This design comes from an exercise in tuning for a short achievable clock period and few clock cycles on the open sky130 flow, not from production work.
Only simulation tests tie the RTL to the original design; equivalence was not proved.

## design/flow/run.sh

```bash
#!/bin/bash
# synth_recipe.tcl (not shown) runs the flow's synth.tcl, then flattens the netlist and writes it again
# the make line also repeats each setting of config.mk as NAME=value (left out here)
make -C /OpenROAD-flow-scripts/flow DESIGN_CONFIG=/design/flow/config.mk WORK_HOME=/design/flow/orfs CLKGATE_MAP_FILE= SYNTH_SCRIPT=/design/flow/synth_recipe.tcl finish
```

## design/flow/config.mk

```make
export PLATFORM = sky130hd
export DESIGN_NAME = rtlinf_kernel
export DESIGN_NICKNAME = rtlinf_kernel
export VERILOG_FILES = /design/flow/design.v
export SDC_FILE = /design/flow/constraint.sdc
export NUM_CORES = 4
export LEC_CHECK = 0
export CAP_MARGIN = 20
export CORE_MARGIN = 2
export CORE_UTILIZATION = 40
export SLEW_MARGIN = 20
```

## design/flow/constraint.sdc

```tcl
create_clock -name core_clock -period 9.0 [get_ports {clk}]
set_input_delay 1.8000 -clock core_clock [delete_from_list [all_inputs] [get_ports {clk}]]
set_output_delay 1.8000 -clock core_clock [all_outputs]
set_load 0.01 [all_outputs]
```

## design/flow/design.v

```verilog
`default_nettype none
package kernel_pkg;
  localparam int DATA_W     = 8;    
  localparam int GROUP_SIZE = 4;    
  localparam int NUM_LANES  = 4;
  localparam int ADDR_W     = 10;
  localparam int ITER_W     = 8;
  localparam int READS_W    = 8;
  localparam int ACC_DEPTH  = 16;   
  localparam int ACC_W      = 2 * DATA_W + ITER_W;   
  localparam int SUM_W      = 23;   
  localparam int FIFO_DEPTH = 4;    
  localparam bit COMB_READ  = 1'b1;  
  localparam int IDX_W = $clog2(ACC_DEPTH);
  localparam int CNT_W = ITER_W + READS_W;   
  typedef logic signed [DATA_W-1:0]          data_t;
  typedef logic [GROUP_SIZE*DATA_W-1:0]     group_t;         
  typedef logic [NUM_LANES*DATA_W-1:0]      weight_word_t;   
  typedef logic [GROUP_SIZE*ACC_W-1:0]      acc_group_t;     
  typedef logic [ADDR_W-1:0]                 addr_t;
  typedef logic [ITER_W-1:0]                 iter_t;
  typedef logic [READS_W-1:0]                reads_t;
  typedef logic [IDX_W-1:0]                  idx_t;
  typedef logic [CNT_W-1:0]                  count_t;
endpackage
`default_nettype wire
`default_nettype none
module mem_reader #(
  parameter int WORD_W = 32,
  parameter int DEPTH  = kernel_pkg::FIFO_DEPTH,
  parameter bit COMB   = kernel_pkg::COMB_READ
) (
  input  logic              clk,
  input  logic              arst_n,
  input  logic              configure,
  input  kernel_pkg::iter_t  outer,       
  input  kernel_pkg::reads_t inner,       
  input  kernel_pkg::addr_t  base,
  output kernel_pkg::addr_t  mem_addr,
  output logic              mem_read,
  input  logic              mem_valid,
  input  logic [WORD_W-1:0] mem_data,
  output logic              out_valid,
  input  logic              out_pop,
  output logic [WORD_W-1:0] out_data
);
  typedef kernel_pkg::addr_t addr_t;
  localparam int PW = $clog2(DEPTH);
  localparam int CW = $clog2(DEPTH + 1);
  kernel_pkg::iter_t  out_left;    
  kernel_pkg::reads_t in_left;     
  kernel_pkg::reads_t in_n;        
  logic            last_q;     
  logic            more_q;     
  addr_t           addr_q;     
  logic            outst;      
  logic            can_q;      
  logic            rd_q;       
  logic [CW-1:0]   resv;       
  logic [CW-1:0]   held;       
  logic [PW-1:0]   wp, rp;
  logic [WORD_W-1:0] fifo [DEPTH];
  logic            issue, outst_nxt, can_nxt;
  logic            more_nxt;
  logic [CW-1:0]   resv_nxt;
  if (COMB) begin : g_comb
    assign issue = can_q & (~outst | mem_valid);
  end else begin : g_reg
    assign issue = rd_q;
  end
  assign mem_read  = issue;
  assign mem_addr  = addr_q;
  assign out_valid = (held != '0);
  assign out_data  = fifo[rp];
  assign outst_nxt = issue | (outst & ~mem_valid);
  assign more_nxt  = more_q & ~(issue & last_q);
  assign resv_nxt  = resv + CW'(issue) - CW'(out_pop);
  assign can_nxt   = more_nxt && (resv_nxt < CW'(DEPTH));
  always_ff @(posedge clk or negedge arst_n) begin
    if (!arst_n) begin
      out_left <= '0;
      in_left  <= '0;
      in_n     <= '0;
      last_q   <= 1'b0;
      more_q   <= 1'b0;
      addr_q <= '0;
      outst  <= 1'b0;
      can_q  <= 1'b0;
      rd_q   <= 1'b0;
      resv   <= '0;
      held   <= '0;
      wp     <= '0;
      rp     <= '0;
    end else if (configure) begin
      out_left <= outer - kernel_pkg::iter_t'(1);
      in_left  <= inner - kernel_pkg::reads_t'(1);
      in_n     <= inner - kernel_pkg::reads_t'(1);
      last_q   <= (outer == kernel_pkg::iter_t'(1)) && (inner == kernel_pkg::reads_t'(1));
      more_q   <= 1'b1;    
      addr_q <= base;
      outst  <= 1'b0;
      can_q  <= 1'b1;
      rd_q   <= 1'b1;
      resv   <= '0;
      held   <= '0;
      wp     <= '0;
      rp     <= '0;
    end else begin
      more_q <= more_nxt;
      if (issue) begin
        if (in_left == '0) begin
          in_left  <= in_n;
          out_left <= out_left - kernel_pkg::iter_t'(1);
          last_q   <= (out_left == kernel_pkg::iter_t'(1)) && (in_n == '0);
        end else begin
          in_left  <= in_left - kernel_pkg::reads_t'(1);
          last_q   <= (out_left == '0) && (in_left == kernel_pkg::reads_t'(1));
        end
      end
      addr_q <= addr_q + addr_t'(issue);
      outst  <= outst_nxt;
      can_q  <= can_nxt;
      rd_q   <= can_nxt & ~outst_nxt;
      resv   <= resv_nxt;
      held   <= held + CW'(mem_valid) - CW'(out_pop);
      if (mem_valid) wp <= wp + PW'(1);
      if (out_pop)   rp <= rp + PW'(1);
    end
  end
  always_ff @(posedge clk) begin
    if (mem_valid) fifo[wp] <= mem_data;
  end
endmodule
`default_nettype wire
`default_nettype none
module distribute_in (
  input  logic                     clk,
  input  logic                     arst_n,
  input  logic                     configure,
  input  kernel_pkg::iter_t        num_iters,
  input  kernel_pkg::reads_t       num_reads_per_iter,
  input  logic                     act_valid,
  output logic                     act_pop,
  input  kernel_pkg::group_t       act_data,
  input  logic                     w_valid,
  output logic                     w_pop,
  input  kernel_pkg::weight_word_t w_data,
  output logic                     op_valid,
  output kernel_pkg::group_t       op_act,
  output kernel_pkg::weight_word_t op_weight,
  output logic                     op_first_iter,
  output logic                     op_last_iter
);
  typedef kernel_pkg::iter_t iter_t;
  typedef kernel_pkg::idx_t  idx_t;
  idx_t  r_q, last_r_q;     
  iter_t it_q, last_it_q;   
  logic  first_q;           
  logic  fire, wrap;
  assign fire    = act_valid & w_valid;
  assign wrap    = (r_q == last_r_q);
  assign act_pop = fire;
  assign w_pop   = fire & wrap;
  always_ff @(posedge clk or negedge arst_n) begin
    if (!arst_n) begin
      r_q       <= '0;
      last_r_q  <= '0;
      it_q      <= '0;
      last_it_q <= '0;
      first_q   <= 1'b1;
      op_valid  <= 1'b0;
    end else if (configure) begin
      r_q       <= '0;
      last_r_q  <= idx_t'(num_reads_per_iter - 8'd1);
      it_q      <= '0;
      last_it_q <= num_iters - iter_t'(1);
      first_q   <= 1'b1;
      op_valid  <= 1'b0;
    end else begin
      op_valid <= fire;
      if (fire) begin
        if (wrap) begin
          r_q     <= '0;
          it_q    <= it_q + iter_t'(1);
          first_q <= 1'b0;
        end else begin
          r_q <= r_q + idx_t'(1);
        end
      end
    end
  end
  always_ff @(posedge clk) begin
    if (fire) begin
      op_act        <= act_data;
      op_weight     <= w_data;
      op_first_iter <= first_q;
      op_last_iter  <= (it_q == last_it_q);
    end
  end
endmodule
`default_nettype wire
`default_nettype none
module mac_lane (
  input  logic                  clk,
  input  logic                  arst_n,
  input  logic [kernel_pkg::ACC_DEPTH-1:0] len_sel,   
  input  logic                  op_valid,
  input  kernel_pkg::group_t    op_act,
  input  kernel_pkg::data_t     op_weight,
  input  logic                  op_first_iter,
  input  logic                  op_last_iter,
  output logic                  res_valid,
  output logic [kernel_pkg::GROUP_SIZE*kernel_pkg::SUM_W-1:0] res_sums
);
  localparam int DATA_W     = kernel_pkg::DATA_W;
  localparam int GROUP_SIZE = kernel_pkg::GROUP_SIZE;
  localparam int SUM_W      = kernel_pkg::SUM_W;
  localparam int ACC_DEPTH  = kernel_pkg::ACC_DEPTH;
  localparam int GW         = GROUP_SIZE * SUM_W;
  logic                    s1_valid, s1_first, s1_last;
  logic [GROUP_SIZE*2*DATA_W-1:0] s1_prod;
  logic [GROUP_SIZE*2*DATA_W-1:0] prod;
  logic [GW-1:0] acc [ACC_DEPTH];
  logic [GW-1:0] sum;
  for (genvar g = 0; g < GROUP_SIZE; g++) begin : g_prod
    assign prod[g*2*DATA_W +: 2*DATA_W] =
      $signed(op_act[g*DATA_W +: DATA_W]) * $signed(op_weight);
  end
  for (genvar g = 0; g < GROUP_SIZE; g++) begin : g_sum
    logic signed [SUM_W-1:0] p;
    assign p = $signed(s1_prod[g*2*DATA_W +: 2*DATA_W]);
    assign sum[g*SUM_W +: SUM_W] = (s1_first ? '0 : acc[0][g*SUM_W +: SUM_W]) + p;
  end
  always_ff @(posedge clk or negedge arst_n) begin
    if (!arst_n) begin
      s1_valid  <= 1'b0;
      res_valid <= 1'b0;
    end else begin
      s1_valid  <= op_valid;
      res_valid <= s1_valid & s1_last;
    end
  end
  always_ff @(posedge clk) begin
    if (op_valid) begin
      s1_prod  <= prod;
      s1_first <= op_first_iter;
      s1_last  <= op_last_iter;
    end
    if (s1_valid) begin
      for (int k = 0; k < ACC_DEPTH - 1; k++)
        acc[k] <= len_sel[k] ? sum : acc[k+1];
      acc[ACC_DEPTH-1] <= sum;
    end
    if (s1_valid && s1_last) res_sums <= sum;
  end
endmodule
`default_nettype wire
`default_nettype none
module result_writer (
  input  logic               clk,
  input  logic               arst_n,
  input  logic               configure,
  input  kernel_pkg::addr_t  write_address,
  input  kernel_pkg::data_t  min_clip,
  input  kernel_pkg::data_t  max_clip,
  input  logic               res_valid,
  input  logic [kernel_pkg::GROUP_SIZE*kernel_pkg::SUM_W-1:0] res_sums,
  output kernel_pkg::group_t data_out,
  output kernel_pkg::addr_t  addr_out,
  output logic               valid_out
);
  localparam int DATA_W     = kernel_pkg::DATA_W;
  localparam int GROUP_SIZE = kernel_pkg::GROUP_SIZE;
  localparam int SUM_W      = kernel_pkg::SUM_W;
  typedef kernel_pkg::data_t  data_t;
  typedef kernel_pkg::group_t group_t;
  typedef kernel_pkg::addr_t  addr_t;
  addr_t  next_q;
  data_t  min_q, max_q;
  group_t clip;
  for (genvar g = 0; g < GROUP_SIZE; g++) begin : g_clip
    logic signed [SUM_W-1:0] s;
    assign s = $signed(res_sums[g*SUM_W +: SUM_W]);
    assign clip[g*DATA_W +: DATA_W] = (s < $signed(min_q)) ? min_q :
                                      (s > $signed(max_q)) ? max_q : s[DATA_W-1:0];
  end
  always_ff @(posedge clk or negedge arst_n) begin
    if (!arst_n) begin
      next_q    <= '0;
      min_q     <= '0;
      max_q     <= '0;
      valid_out <= 1'b0;
    end else begin
      if (configure) begin
        next_q <= write_address;
        min_q  <= min_clip;
        max_q  <= max_clip;
      end else if (res_valid) begin
        next_q <= next_q + addr_t'(1);
      end
      valid_out <= res_valid;
    end
  end
  always_ff @(posedge clk) begin
    if (res_valid) begin
      data_out <= clip;
      addr_out <= next_q;
    end
  end
endmodule
`default_nettype wire
`default_nettype none
module rtlinf_kernel (
  input  logic         clk,
  input  logic         arst_n,
  input  logic         configure,
  input  logic [kernel_pkg::ITER_W-1:0]  num_iters,
  input  logic [kernel_pkg::READS_W-1:0] num_reads_per_iter,
  input  logic [kernel_pkg::ADDR_W-1:0]  read_address,
  input  logic [kernel_pkg::ADDR_W-1:0]  write_address,
  input  logic [kernel_pkg::DATA_W-1:0]  min_clip,
  input  logic [kernel_pkg::DATA_W-1:0]  max_clip,
  output logic [kernel_pkg::ADDR_W-1:0]       act_addr,
  output logic                    act_read,
  input  logic [kernel_pkg::GROUP_SIZE*kernel_pkg::DATA_W-1:0] act_data,
  input  logic               act_valid,
  output logic [kernel_pkg::ADDR_W-1:0]       weight_addr,
  output logic                    weight_read,
  input  logic [kernel_pkg::NUM_LANES*kernel_pkg::DATA_W-1:0]  weight_data,
  input  logic               weight_valid,
  output logic [kernel_pkg::NUM_LANES*kernel_pkg::GROUP_SIZE*kernel_pkg::DATA_W-1:0] data_out,   
  output logic [kernel_pkg::NUM_LANES*kernel_pkg::ADDR_W-1:0]            addr_out,   
  output logic [kernel_pkg::NUM_LANES-1:0]                   valid_out
);
  localparam int DATA_W     = kernel_pkg::DATA_W;
  localparam int GROUP_SIZE = kernel_pkg::GROUP_SIZE;
  localparam int NUM_LANES  = kernel_pkg::NUM_LANES;
  localparam int ADDR_W     = kernel_pkg::ADDR_W;
  localparam int ACC_DEPTH  = kernel_pkg::ACC_DEPTH;
  localparam int SUM_W      = kernel_pkg::SUM_W;
  typedef kernel_pkg::group_t       group_t;
  typedef kernel_pkg::weight_word_t weight_word_t;
  logic         rd_act_valid, rd_act_pop;
  group_t       rd_act_data;
  logic         rd_w_valid, rd_w_pop;
  weight_word_t rd_w_data;
  logic         op_valid, op_first, op_last;
  group_t       op_act;
  weight_word_t op_weight;
  logic [ACC_DEPTH-1:0] len_sel;    
  logic [NUM_LANES-1:0]            res_valid;
  logic [GROUP_SIZE*SUM_W-1:0]     res_sums [NUM_LANES];
  always_ff @(posedge clk or negedge arst_n) begin
    if (!arst_n) len_sel <= '0;
    else if (configure)
      for (int k = 0; k < ACC_DEPTH; k++)
        len_sel[k] <= (num_reads_per_iter == kernel_pkg::READS_W'(k + 1));
  end
  mem_reader #(.WORD_W(GROUP_SIZE*DATA_W)) u_act_reader (
    .clk, .arst_n, .configure,
    .outer     (num_iters),
    .inner     (num_reads_per_iter),
    .base      (read_address),
    .mem_addr  (act_addr),
    .mem_read  (act_read),
    .mem_valid (act_valid),
    .mem_data  (act_data),
    .out_valid (rd_act_valid),
    .out_pop   (rd_act_pop),
    .out_data  (rd_act_data)
  );
  mem_reader #(.WORD_W(NUM_LANES*DATA_W)) u_w_reader (
    .clk, .arst_n, .configure,
    .outer     (num_iters),   
    .inner     (kernel_pkg::reads_t'(1)),
    .base      (read_address),
    .mem_addr  (weight_addr),
    .mem_read  (weight_read),
    .mem_valid (weight_valid),
    .mem_data  (weight_data),
    .out_valid (rd_w_valid),
    .out_pop   (rd_w_pop),
    .out_data  (rd_w_data)
  );
  distribute_in u_dist (
    .clk, .arst_n, .configure, .num_iters, .num_reads_per_iter,
    .act_valid     (rd_act_valid),
    .act_pop       (rd_act_pop),
    .act_data      (rd_act_data),
    .w_valid       (rd_w_valid),
    .w_pop         (rd_w_pop),
    .w_data        (rd_w_data),
    .op_valid      (op_valid),
    .op_act        (op_act),
    .op_weight     (op_weight),
    .op_first_iter (op_first),
    .op_last_iter  (op_last)
  );
  for (genvar l = 0; l < NUM_LANES; l++) begin : g_lane
    mac_lane u_mac (
      .clk, .arst_n,
      .len_sel       (len_sel),
      .op_valid      (op_valid),
      .op_act        (op_act),
      .op_weight     (op_weight[l*DATA_W +: DATA_W]),
      .op_first_iter (op_first),
      .op_last_iter  (op_last),
      .res_valid     (res_valid[l]),
      .res_sums      (res_sums[l])
    );
    result_writer u_wr (
      .clk, .arst_n, .configure, .write_address, .min_clip, .max_clip,
      .res_valid (res_valid[l]),
      .res_sums  (res_sums[l]),
      .data_out  (data_out[l*GROUP_SIZE*DATA_W +: GROUP_SIZE*DATA_W]),
      .addr_out  (addr_out[l*ADDR_W +: ADDR_W]),
      .valid_out (valid_out[l])
    );
  end
endmodule
`default_nettype wire
```

==> impl_results.md <==
* Dpl hpwl at about 570 mm
* Critical Path Start Type: input port
* Root buf cell: clkbuf_16
* Hold depth at 0
* Fin. Hold Viols at 0
* # port buffers at between 300 and 400
* Clock Sinks at 7,188
* Commonest non-fill, non-tap cell in the layout: edfxtp_1
* RePlAce Congestion at between 0.8 and 0.9
* XOR/XNOR Fraction of Synth Area at under 10%
* Yosys reg bits at around 7k
* Synth Flop Type: edfxtp_1
* FF-to-FF End: g_lane[2].u_mac.s1_prod[46]
* Synth Area in Compound Gates at around 4.6%
* Max Fclk at 162 MHz
* Worst setup path category: input port to output pin
* # setup viols final at 0
* Layout cells sized above 1 at roughly a quarter
* Netlist Area Pre-Place at 365,000 sq um
* Placeable Area at between 900,000 and 1,000,000 sq um
* Slew Viols, Final at 0
* Htree depth at 6
* Die Y at approximately 960 microns
* Initial antenna violation count at 110
* Hold Buf Count CTS at 0
* Reg2Reg Depth at 19
* Die W at approximately 960 microns
* Mux share of post-synthesis cell area at between 10% and 20%
* Gate Count Post-Synth at roughly 25k
* Final WS setup at ~2800 ps
* Total CTS buffers at around 780
* Slowest CP cell: clkdlybuf4s50_1
* CP Buf/Inv Count at 3
* Fin nets at between 20k and 30k
* Drt first-iter violations at about 18k
* Die area at just over 900,000 sq um
* Outcome: timing/DRC/antenna clean
* Hold path endpoint: u_dist.op_first_iter
* Final cell count without fillers at between 30k and 40k
* Top cell type's share of synthesized area at 57.7%
* Top Family by Delay on Critical Path: buffers and inverters
* Placed Cells at roughly 37k
* Commonest non-fill, non-tap cells in the layout: edfxtp_1, mux2_2, inv_1, ha_1, a21oi_1
* Drt total wl at 913 mm
* CTS Buffer Depth at 5
* Syn Area/Cell at around 15 sq um
* Max FO, Critical Path at 11
* Clock-pin slew on the worst setup and hold paths at around 60 ps
* Post-synth ARST share at between 2 and 3%
* Pre-CTS WS at 2820 ps
* Data required time at the worst endpoint at 7200 ps
* Adder-Cell Fraction of Synth Area at about a tenth
* FF-to-FF Start: u_dist.op_act[23]
* Max Cap Viol at 0
* Synth area leaders: edfxtp_1, mux2_2, ha_1, fa_1, inv_1
* Post-synth EDFFs at between 7k and 8k
* CTS tree: yes
* Worst hold path class: flop to flop
* CP Data Arrival Time at ~4400 ps
* Vias in the first global route at 205k
* Fin crit share at between 60% and 70%
* Mapped Nets at between 20k and 30k
* Setup TNS at 0 ps
* Starting Density at roughly two fifths
* Final Critical Period at roughly 6200 ps
* Post-DRT Antenna Nets at 0
* Synth Warn # at 7
* CTS-repair resized insts at 0
* Residual DRC count at 0
* Cell mode on critical path: clkdlybuf4s50_1
* Beginning of the worst hold path: u_dist.first_q
* Util after Layout at about 45%
* Vias/cell at between 5 and 6
* Largest family of logic cells by synthesized area: multiplexers
* Number of library cell types mapped by synthesis at 110
* WL/cell at approximately 24 microns
* R2R setup slack at between 3000 and 4000 ps
* Cell row count at 350
* Slew @ Worst Pin at 1260 ps
* IO Count at roughly 320
* Sequential share of the synthesized area at around three fifths
* Worst setup EP type: output pin
* Vias at about 200k
* RSZ-0062 raised after global routing: no
* First-pass GRT wire length at approximately 1400 mm
* Post-synth top area cell: edfxtp_1
* Pre-antenna DRT Iters at 6
* Slew margin rel. at about 16%
* Synth Area in Simple Gates at 5.27%
* Worst Skew at 116 ps
* Max incr delay on CP at between 700 and 800 ps
* Post-CTS setup buffer count at 0
* Area Overhead vs Synth at 11.8%
* Largest net degree at the start of global routing at between 150 and 200
* Overflow after GRT at 0
* Worst path cell trace: clkdlybuf4s50_1, nand2b_1, nand2_1, clkinv_1, clkdlybuf4s50_1
* Tot GR Track Use at 19.5%
* Clock latency (worst-skew pair) at approximately 1100 ps
-- worst max-delay path by stage --
stage,start,endpoint,depth (start not counted)
floorplan,g_lane[3].u_mac.s1_valid,g_lane[1].u_mac.res_valid,1
global placement,act_valid,act_read,5
detailed placement,act_valid,act_read,5
CTS,act_valid,act_read,5
global route,act_valid,act_read,5
finish,act_valid,act_read,5
-- registers in the layout, indices dropped and copies added (netlist names), 10 cells and up --
register	count
u_dist.op_weight	32
u_w_reader.addr_q	10
u_dist.op_act	32
g_lane.u_wr.addr_out	40
g_lane.u_wr.next_q	40
u_act_reader.addr_q	10
len_sel	15
u_act_reader.fifo	128
g_lane.u_mac.res_sums	368
u_w_reader.fifo	128
g_lane.u_wr.data_out	128
g_lane.u_mac.acc	5888
g_lane.u_mac.s1_prod	256
-- metrics by stage --
step                      instance area (sq um)  hold WS, ps
after CTS                                407000          471
after global routing                     407000          477
after floorplan                          365000          400
after detailed placement                 383000          465
after global placement                   383000          455
final                                    407000          472
-- worst register-to-register path: cells and delay by family, from the launching register on --
kind                     cells  cell delay (ps)
adder cells (fa/ha/maj)      5             2330
buffers and inverters        5              570
AND/OR/NAND/NOR              4             1040
AO/OA/AOI/OAI                5              860
flip-flops                   1              700
-- cell type report --
cell class	instances	area [sq um]
sequential	7188	215000
tap	12100	15200
inverter	1603	6070
multi-input combinational	14700	139000
fill	80400	501000
clock buffer	948	20300
antenna	55	138
timing repair buffer	865	8250
clock inverter	405	3390
-- cell families (layout without fill, tap and decap cells) --
kind of cell	Yosys count	count (layout)
flops	7188	7188
other cells	0	55
xor+xnor	639	639
fa+ha+maj	2479	2479
simple gates	3722	3722
mux	5185	5185
compound gates	2687	2687
buf+inv	3023	3821
-- Yosys cell counts, types with 43 or more instances --
cell type / n
o21a_1: 114
nor2_1: 1042
nand2b_1: 141
mux2_2: 4878
dfrtp_1: 183
nand4_1: 168
clkbuf_1: 1304
and3_1: 62
o21bai_1: 53
ha_1: 1579
a21o_1: 380
edfxtp_1: 7004
fa_1: 900
a21oi_1: 1159
mux4_2: 64
a211oi_1: 67
nor3_1: 130
o21ai_0: 396
xnor2_1: 480
buf_1: 88
inv_1: 1600
and2_1: 710
mux2i_1: 232
a31oi_1: 69
nand3_1: 169
nand2_1: 518
a21boi_0: 43
nor2b_1: 572
xor2_1: 159
-- routing by layer --
metal	up-vias	track usage [%]	share of wire [%]
met5	-	0	0.039
li1	91900	-	-
met2	4683	31.2	46
met4	54	5.97	3.0
met1	106000	27.1	45
met3	1271	3.82	6.1
Testbench counts, summed over its fixed seeds: cycles 78,270.

==> re-timing with driven ports <==
Ports are ideal in the flow. The routed layout listed here was re-timed in OpenROAD. Step 1 assumes that a clkbuf_16 drives the clock port and a buf_2 every other input. Step 2 also shifts input and output timing later by t, the mid clock arrival at the registers, as if the neighbouring blocks saw the same clock. Three values: no drivers, after step 1, after step 2; two values: the first two.
t (ns): 1.212
setup slack, ns: 2.827 / 2.805 / 2.805
worst hold slack (ns): 0.472 / 0.472 / 0.472
After both steps setup and hold are still met in this run. The setup slack of this run moves by -0.022 ns with the drivers and by -0.022 ns with both steps.
